From an optimization exercise on the open Yosys and OpenROAD flow, aimed at small area; shortcuts taken in it are not production practice. In this exercise RTL edits were held to simulation tests only and were not proved equivalent to the original. No activity file was given, so power comes from the tool's default toggle rates.

==> inputs of pepper <==
// mips_pipe_top
module mips_pipe_top (
   input  logic        clk,
   input  logic        rst_b,
   output logic [29:0] inst_addr,
   input  logic [31:0] inst,
   output logic [29:0] mem_addr,
   output logic [31:0] store_data,
   input  logic [31:0] load_data,
   output logic [3:0]  mem_write_en
);
   localparam logic [2:0] K_NOP   = 3'd0;
   localparam logic [2:0] K_RTYPE = 3'd1;
   localparam logic [2:0] K_LW    = 3'd2;
   localparam logic [2:0] K_SW    = 3'd3;
   localparam logic [2:0] K_ANDI  = 3'd4;
   localparam logic [2:0] K_ORI   = 3'd5;
   localparam logic [2:0] K_XORI  = 3'd6;
   localparam logic [2:0] K_ADDIU = 3'd7;
   logic [29:0] pc;
   always_ff @(posedge clk or negedge rst_b) begin
      if (!rst_b) pc <= 30'h00100000;
      else        pc <= pc + 30'd1;
   end
   assign inst_addr = pc;
   logic [2:0] f_kind;
   always_comb begin
      f_kind = K_NOP;
      case (inst[31:26])
         6'h00:
            case (inst[5:0])
               6'h21, 6'h23, 6'h24, 6'h25,
               6'h26, 6'h00, 6'h02, 6'h03:
                  f_kind = (inst[15:11] != 5'd0) ? K_RTYPE : K_NOP;
               default: f_kind = K_NOP;
            endcase
         6'h09: f_kind = (inst[20:16] != 5'd0) ? K_ADDIU : K_NOP;
         6'h0c:  f_kind = (inst[20:16] != 5'd0) ? K_ANDI : K_NOP;
         6'h0d:   f_kind = (inst[20:16] != 5'd0) ? K_ORI : K_NOP;
         6'h0e:  f_kind = (inst[20:16] != 5'd0) ? K_XORI : K_NOP;
         6'h23:    f_kind = K_LW;
         6'h2b:    f_kind = K_SW;
         default:        f_kind = K_NOP;
  ...
==> module rd_sel, before the edit <==
module rd_sel (
   input  logic [31:0] sel,
   input  logic [31:0] d,
   output logic        q
);
   logic [10:0] n;
   for (genvar g = 0; g < 11; g++) begin : g_grp
      if (g < 10) begin : g_full
         aoi222 u (.a(sel[3*g]), .b(d[3*g]), .c(sel[3*g+1]), .d(d[3*g+1]),
            .e(sel[3*g+2]), .f(d[3*g+2]), .y(n[g]));
      end else begin : g_last
         assign n[g] = ~((sel[30] & d[30]) | (sel[31] & d[31]));
      end
   end
   assign q = ~&n;
endmodule
Settings: LEC_CHECK=0, CAP_MARGIN=20, CORE_MARGIN=2, CORE_UTILIZATION=50, CTS_BUF_LIST=sky130_fd_sc_hd__clkbuf_8, CTS_CLUSTER_DIAMETER=60, CTS_CLUSTER_SIZE=15, PLACE_DENSITY=0.8, SETUP_SLACK_MARGIN=0.15, SLEW_MARGIN=20, SYNTH_HIERARCHICAL=1; clock period 6.5 ns.
standard.sh (not shown) runs the stock make flow with config.mk's settings and CLKGATE_MAP_FILE= SYNTH_SCRIPT=/design/flow/synth_recipe.tcl, a recipe that flattens the netlist after the stock synthesis.
==> flow/flow/run.sh <==
#!/bin/bash
# The standard layout (standard.sh, its synthesis unchanged) with two
# changes: the port buffers use the smallest buffer cell, and the clock
# tree is built without dummy loads.  The make output goes to
# standard_flow.log here; each ORFS step keeps its own log under orfs/logs.
set -euo pipefail
bash standard.sh \
   "BUFFER_PORTS_ARGS=-buffer_cell sky130_fd_sc_hd__buf_1" \
   "CTS_ARGS=-sink_clustering_enable -repair_clock_nets -sink_clustering_size 15 -sink_clustering_max_diameter 60 -dont_use_dummy_load -buf_list sky130_fd_sc_hd__clkbuf_8" \
   finish > standard_flow.log 2>&1
==> amber: changes against pepper <==
--- a/flow/design.v
+++ b/flow/design.v
@@ -39,24 +39,53 @@
    } wb_payload_t;
 endpackage
 module rd_sel (
    input  logic [31:0] sel,
    input  logic [31:0] d,
    output logic        q
 );
-   logic [10:0] n;
-   for (genvar g = 0; g < 11; g++) begin : g_grp
-      if (g < 10) begin : g_full
-         aoi222 u (.a(sel[3*g]), .b(d[3*g]), .c(sel[3*g+1]), .d(d[3*g+1]),
-            .e(sel[3*g+2]), .f(d[3*g+2]), .y(n[g]));
-      end else begin : g_last
-         assign n[g] = ~((sel[30] & d[30]) | (sel[31] & d[31]));
-      end
+   logic [9:0] n;
+   for (genvar g = 0; g < 10; g++) begin : g_grp
+      aoi222 u (.a(sel[3*g]), .b(d[3*g]), .c(sel[3*g+1]), .d(d[3*g+1]),
+         .e(sel[3*g+2]), .f(d[3*g+2]), .y(n[g]));
    end
-   assign q = ~&n;
+   logic x0, x1, x2;
+   nand4m u_x0 (.a(n[0]), .b(n[1]), .c(n[2]), .d(n[3]), .y(x0));
+   nand4m u_x1 (.a(n[4]), .b(n[5]), .c(n[6]), .d(n[7]), .y(x1));
+   rd_tail u_x2 (.n8(n[8]), .n9(n[9]), .s30(sel[30]), .d30(d[30]), .s31(sel[31]),
+      .d31(d[31]), .y(x2));
+   or3m u_q (.a(x0), .b(x1), .c(x2), .y(q));
+endmodule
+module nand4m (
+   input  logic a,
+   input  logic b,
+   input  logic c,
+   input  logic d,
+   output logic y
+);
+   assign y = ~(a & b & c & d);
+endmodule
+module rd_tail (
+   input  logic n8,
+   input  logic n9,
+   input  logic s30,
+   input  logic d30,
+   input  logic s31,
+   input  logic d31,
+   output logic y
+);
+   assign y = ~(n8 & n9 & ~((s30 & d30) | (s31 & d31)));
+endmodule
+module or3m (
+   input  logic a,
+   input  logic b,
+   input  logic c,
+   output logic y
+);
+   assign y = a | b | c;
 endmodule
 module aoi222 (
    input  logic a,
    input  logic b,
    input  logic c,
    input  logic d,
    input  logic e,
==> flow/flow/run.sh (replaced) <==
#!/bin/bash
# The standard layout (standard.sh, its synthesis unchanged) with two
# changes: the port buffers use the smallest buffer cell, and the clock
# tree is built without dummy loads.  The make output goes to
# standard_flow.log here; each ORFS step keeps its own log under orfs/logs.
set -euo pipefail
bash standard.sh \
   "BUFFER_PORTS_ARGS=-buffer_cell sky130_fd_sc_hd__buf_1" \
   "CTS_ARGS=-sink_clustering_enable -repair_clock_nets -sink_clustering_size 18 -sink_clustering_max_diameter 60 -dont_use_dummy_load -buf_list sky130_fd_sc_hd__clkbuf_8" \
   finish > standard_flow.log 2>&1
--- a/flow/config.mk
+++ b/flow/config.mk
@@ -6,12 +6,12 @@
 export NUM_CORES = 4
 export LEC_CHECK = 0
 export CAP_MARGIN = 20
 export CORE_MARGIN = 2
 export CORE_UTILIZATION = 50
 export CTS_BUF_LIST = sky130_fd_sc_hd__clkbuf_8
 export CTS_CLUSTER_DIAMETER = 60
-export CTS_CLUSTER_SIZE = 15
+export CTS_CLUSTER_SIZE = 18
 export PLACE_DENSITY = 0.8
 export SETUP_SLACK_MARGIN = 0.15
 export SLEW_MARGIN = 20
 export SYNTH_HIERARCHICAL = 1
==> willow: changes against pepper <==
--- a/flow/design.v
+++ b/flow/design.v
@@ -61,64 +61,14 @@
    input  logic d,
    input  logic e,
    input  logic f,
    output logic y
 );
    assign y = ~((a & b) | (c & d) | (e & f));
 endmodule
-module rd_dec (
-   input  logic [4:0]  addr,
-   input  logic [31:1] vld,
-   input  logic        byp,
-   output logic [31:0] sel
-);
-   logic [3:0] lo;
-   logic [7:0] hi;
-   for (genvar i = 0; i < 4; i++) begin : g_lo
-      assign lo[i] = addr[1:0] == i;
-   end
-   for (genvar i = 0; i < 8; i++) begin : g_hi
-      assign hi[i] = !byp && addr[4:2] == i;
-   end
-   assign sel[0] = byp;
-   for (genvar i = 1; i < 32; i++) begin : g_sel
-      and3m u (.a(lo[i % 4]), .b(hi[i / 4]), .c(vld[i]), .y(sel[i]));
-   end
-endmodule
-module and3m (
-   input  logic a,
-   input  logic b,
-   input  logic c,
-   output logic y
-);
-   assign y = a & b & c;
-endmodule
-module wr_dec (
-   input  logic [4:0]  dest,
-   output logic [31:1] we
-);
-   logic [3:0] lo_n;
-   logic [7:0] hi_n;
-   for (genvar i = 0; i < 4; i++) begin : g_lo
-      assign lo_n[i] = dest[1:0] != i;
-   end
-   for (genvar i = 0; i < 8; i++) begin : g_hi
-      assign hi_n[i] = dest[4:2] != i;
-   end
-   for (genvar i = 1; i < 32; i++) begin : g_we
-      nor2m u (.a(lo_n[i % 4]), .b(hi_n[i / 4]), .y(we[i]));
-   end
-endmodule
-module nor2m (
-   input  logic a,
-   input  logic b,
-   output logic y
-);
-   assign y = ~(a | b);
-endmodule
 module alu (
    input  logic [31:0] op_a,
    input  logic [31:0] op_b,
    input  logic [15:0] imm,
    input  logic        use_imm,
    input  logic        sext,
    input  logic        do_sub,
@@ -126,32 +76,29 @@
    input  logic        t_c,        
    input  logic        t_g,        
    input  logic        t_p,        
    output logic [31:0] result
 );
    logic [31:0] sh_n;
    shifter sh_i (.d(op_b), .amt(imm[10:6]), .left(!imm[1]), .arith(imm[0]),
-      .en(is_shift), .qn(sh_n));
-   logic        s_imm, s_ob;
-   logic [31:0] immx;
-   assign s_imm = use_imm;
-   assign s_ob  = !use_imm && !is_shift;
-   assign immx  = {{16{sext & imm[15]}}, imm};
-   logic [31:0] g, p;
-   for (genvar i = 0; i < 32; i++) begin : g_gp
-      alu_gp u (.a(op_a[i]), .ob(op_b[i]), .im(immx[i]), .s_imm(s_imm), .s_ob(s_ob),
-         .sub(do_sub), .g(g[i]), .p(p[i]));
+      .qn(sh_n));
+   logic [31:0] b;
+   always_comb begin
+      if (use_imm)        b = {{16{sext & imm[15]}}, imm};
+      else if (!is_shift) b = op_b ^ {32{do_sub}};
+      else                b = 32'd0;
    end
+   logic [31:0] g, p;
+   assign g = op_a & b;
+   assign p = op_a ^ b;
    logic [31:0] c;
    prefix32 pfx_i (.g({g[31:1], g[0] | (p[0] & do_sub)}), .p(p), .c(c[31:1]));
    assign c[0] = do_sub;
-   for (genvar i = 0; i < 32; i++) begin : g_res
-      alu_res u (.p(p[i]), .g(g[i]), .c(c[i]), .shn(sh_n[i]), .t_c(t_c), .t_g(t_g),
-         .t_p(t_p), .r(result[i]));
-   end
+   assign result = p ^ (({32{t_c}} & c) | ({32{t_g}} & g) | ({32{t_p}} & p) |
+                        ({32{is_shift}} & ~sh_n));
 endmodule
 module prefix32 (
    input  logic [31:0] g,
    input  logic [31:0] p,
    output logic [31:1] c
 );
    for (genvar l = 0; l < 5; l++) begin : g_lvl
@@ -178,37 +125,30 @@
    assign c = g_lvl[4].go[30:0];
 endmodule
 module shifter (
    input  logic [31:0] d,
    input  logic [4:0]  amt,
    input  logic        left,
    input  logic        arith,
-   input  logic        en,
    output logic [31:0] qn
 );
    logic fill;
    assign fill = arith & d[31];
    for (genvar l = 0; l < 5; l++) begin : g_lvl
       logic [31:0] ri, ro;
       logic        sl, sr, sn, z, f;
       if (l == 0) begin : g_in
          assign ri = d;
       end else begin : g_in
          assign ri = g_lvl[l-1].ro;
       end
-      if (l == 4) begin : g_en
-         assign sl = en & amt[l] & left;
-         assign sr = en & amt[l] & ~left;
-         assign sn = en & ~amt[l];
-      end else begin : g_en
-         assign sl = amt[l] & left;
-         assign sr = amt[l] & ~left;
-         assign sn = ~amt[l];
-      end
-      assign z = (l % 2 == 0) ? ~left : left;
+      assign sl = amt[l] & left;
+      assign sr = amt[l] & ~left;
+      assign sn = ~amt[l];
+      assign z = (l % 2 == 0) ? 1'b0 : 1'b1;
       assign f = (l % 2 == 0) ? fill : ~fill;
       for (genvar i = 0; i < 32; i++) begin : g_bit
          logic vl, vr;
          if (i >= (1 << l)) begin : g_l
             assign vl = ri[i - (1 << l)];
          end else begin : g_l
             assign vl = z;
@@ -219,43 +159,14 @@
             assign vr = f;
          end
          aoi222 m (.a(sl), .b(vl), .c(sr), .d(vr), .e(sn), .f(ri[i]), .y(ro[i]));
       end
    end
    assign qn = g_lvl[4].ro;
 endmodule
-module alu_gp (
-   input  logic a,
-   input  logic ob,
-   input  logic im,
-   input  logic s_imm,
-   input  logic s_ob,
-   input  logic sub,
-   output logic g,
-   output logic p
-);
-   logic b;
-   assign b = (s_imm & im) | (s_ob & (ob ^ sub));
-   assign g = a & b;
-   assign p = a ^ b;
-endmodule
-module alu_res (
-   input  logic p,
-   input  logic g,
-   input  logic c,
-   input  logic shn,
-   input  logic t_c,
-   input  logic t_g,
-   input  logic t_p,
-   output logic r
-);
-   logic tn;
-   aoi222 u_t (.a(t_c), .b(c), .c(t_g), .d(g), .e(t_p), .f(p), .y(tn));
-   assign r = p ^ ~(tn & shn);
-endmodule
 module mips_pipe_top (
    input  logic        clk,
    input  logic        rst_b,
    output logic [29:0] inst_addr,
    input  logic [31:0] inst,
    output logic [29:0] mem_addr,
    output logic [31:0] store_data,
@@ -332,30 +243,34 @@
    end
    logic [4:0]  m_dest;
    logic        m_load, m_store;
    logic [31:0] m_result, m_sd;
    logic [31:0] wr_data;
    logic [31:1][31:0] rf;
    logic [31:1]       vld;
-   logic [31:1]       we;
-   wr_dec wr_dec_i (.dest(m_dest), .we(we));
    genvar gi;
    for (gi = 1; gi < 32; gi++) begin : g_rf
       always_ff @(posedge clk) begin
-         if (we[gi]) rf[gi] <= wr_data;
+         if (m_dest == gi) rf[gi] <= wr_data;
       end
    end
    always_ff @(posedge clk or negedge rst_b) begin
       if (!rst_b) vld <= '0;
-      else        vld <= vld | we;
+      else if (m_dest != 5'd0) vld[m_dest] <= 1'b1;
    end
    logic [31:0] op_a, op_b;
    logic [31:0] sel_a, sel_b;
-   rd_dec rd_dec_a (.addr(rs), .vld(vld), .byp(byp_a), .sel(sel_a));
-   rd_dec rd_dec_b (.addr(rt), .vld(vld), .byp(byp_b), .sel(sel_b));
+   always_comb begin
+      sel_a[0] = byp_a;
+      sel_b[0] = byp_b;
+      for (int i = 1; i < 32; i++) begin
+         sel_a[i] = !byp_a && vld[i] && rs == i;
+         sel_b[i] = !byp_b && vld[i] && rt == i;
+      end
+   end
    for (gi = 0; gi < 32; gi++) begin : g_rd
       logic [31:0] col;
       assign col[0] = m_result[gi];
       for (genvar gj = 1; gj < 32; gj++) begin : g_col
          assign col[gj] = rf[gj][gi];
       end
       rd_sel rd_a (.sel(sel_a), .d(col), .q(op_a[gi]));
==> flow/run.sh (new file) <==
#!/bin/bash
# synth_recipe.tcl (not shown) runs the flow's synth.tcl, then flattens the netlist and writes it again
# the make line also repeats each setting of config.mk as NAME=value (left out here)
make -C /OpenROAD-flow-scripts/flow DESIGN_CONFIG=/design/flow/config.mk WORK_HOME=/design/flow/orfs CLKGATE_MAP_FILE= SYNTH_SCRIPT=/design/flow/synth_recipe.tcl finish
==> flow/config.mk (replaced) <==
export PLATFORM = sky130hd
export DESIGN_NAME = mips_pipe_top
export DESIGN_NICKNAME = mips_pipe_top
export VERILOG_FILES = /design/flow/design.v
export SDC_FILE = /design/flow/constraint.sdc
export NUM_CORES = 4
export LEC_CHECK = 0
export CAP_MARGIN = 20
export CORE_MARGIN = 2
export CORE_UTILIZATION = 50
export CTS_CLUSTER_DIAMETER = 100
export CTS_CLUSTER_SIZE = 25
export SETUP_SLACK_MARGIN = 0.15
export SLEW_MARGIN = 20
export SYNTH_HIERARCHICAL = 1
removed: flow/flow/run.sh
removed: flow/standard.sh
==> summary of the runs <==
pepper went through all stages and came out clean. amber produced a clean layout. willow ran to the end with no violations. The lowest clock power belongs to amber, the highest to willow. The highest utilization belongs to willow, the lowest to pepper. The lowest non-clock buffer count belongs to pepper, the highest to willow. Against pepper, the sequential share of layout area of willow is lower by 2.7 points. Critical path depth: amber is higher than willow (3). Global-route usage, lowest first: amber, pepper, willow. Worst setup slack, lowest first: willow, pepper, amber. In sequential cell count, amber and pepper do not differ. In pepper the via count is higher than in willow, by about 0.75%.
==> figures <==
metric	pepper	willow	amber
Pin slew with the least headroom to its limit	1.200 ns	1.247 ns	1.267 ns
WP data required	7.10 ns	7.13 ns	7.09 ns
CP Buf/Inv Count	2	3	1
Number of vias per cell	8.365	7.982	8.245
Worst slew margin relative to its limit	19.98%	16.86%	15.51%
Total clock buffers created by CTS	92	54	82
Combined area of all synthesized cells	0.04946 sq mm	0.05039 sq mm	0.04914 sq mm
Cell internal pwr	10.31 mW	10.15 mW	10.17 mW
Timing-limited maximum frequency	159.0 MHz	158.4 MHz	161.5 MHz
CTS-repair resized insts	0	6	0
Vias in the first global route	36.55k	36.51k	35.59k
Synth Area in Adders	0.8347%	1.117%	0.8402%
Status	no timing/DRC/antenna violations	no timing/DRC/antenna violations	no timing/DRC/antenna violations
Biggest fanout along the worst timing path	21	11	18
Startpoint of the worst setup timing path	d2[20]$_DFF_P_	d2[16]$_DFF_P_	d2[16]$_DFF_P_
Core footprint	0.09828 sq mm	0.1000 sq mm	0.09699 sq mm
Number of multi-input combinational cells in the layout	1767	1895	1767
Top cell type's share of synthesized area	60.22%	59.11%	60.61%
Instance count on the critical path	19	15	18

## separate check: timing with driven ports
In the flow no input, the clock included, has a driving cell. The finished layouts below were timed again as built, in two steps. Step 1 sets driving cells, clkbuf_16 on the clock port and buf_2 on the other inputs (assumed; they add their load-dependent delay and slew). Step 2 moves the port delays by t, midway between the first and last clock arrival at a register: inputs arrive t later, outputs are due t later. That takes back most of the time a late clock gives input paths. Three values: no drivers, after step 1, after step 2; two values: the first two.
run | shift t [ns] | setup slack, ns | cell pins on the clock port's net
pepper | 0.814 | 0.212 / 0.212 / 0.212 | 1
amber | 0.802 | 0.307 / 0.307 / 0.307 | 1
willow | 0.768 | 0.188 / 0.188 / 0.188 | 1
After both steps setup and hold are still met in every run listed.
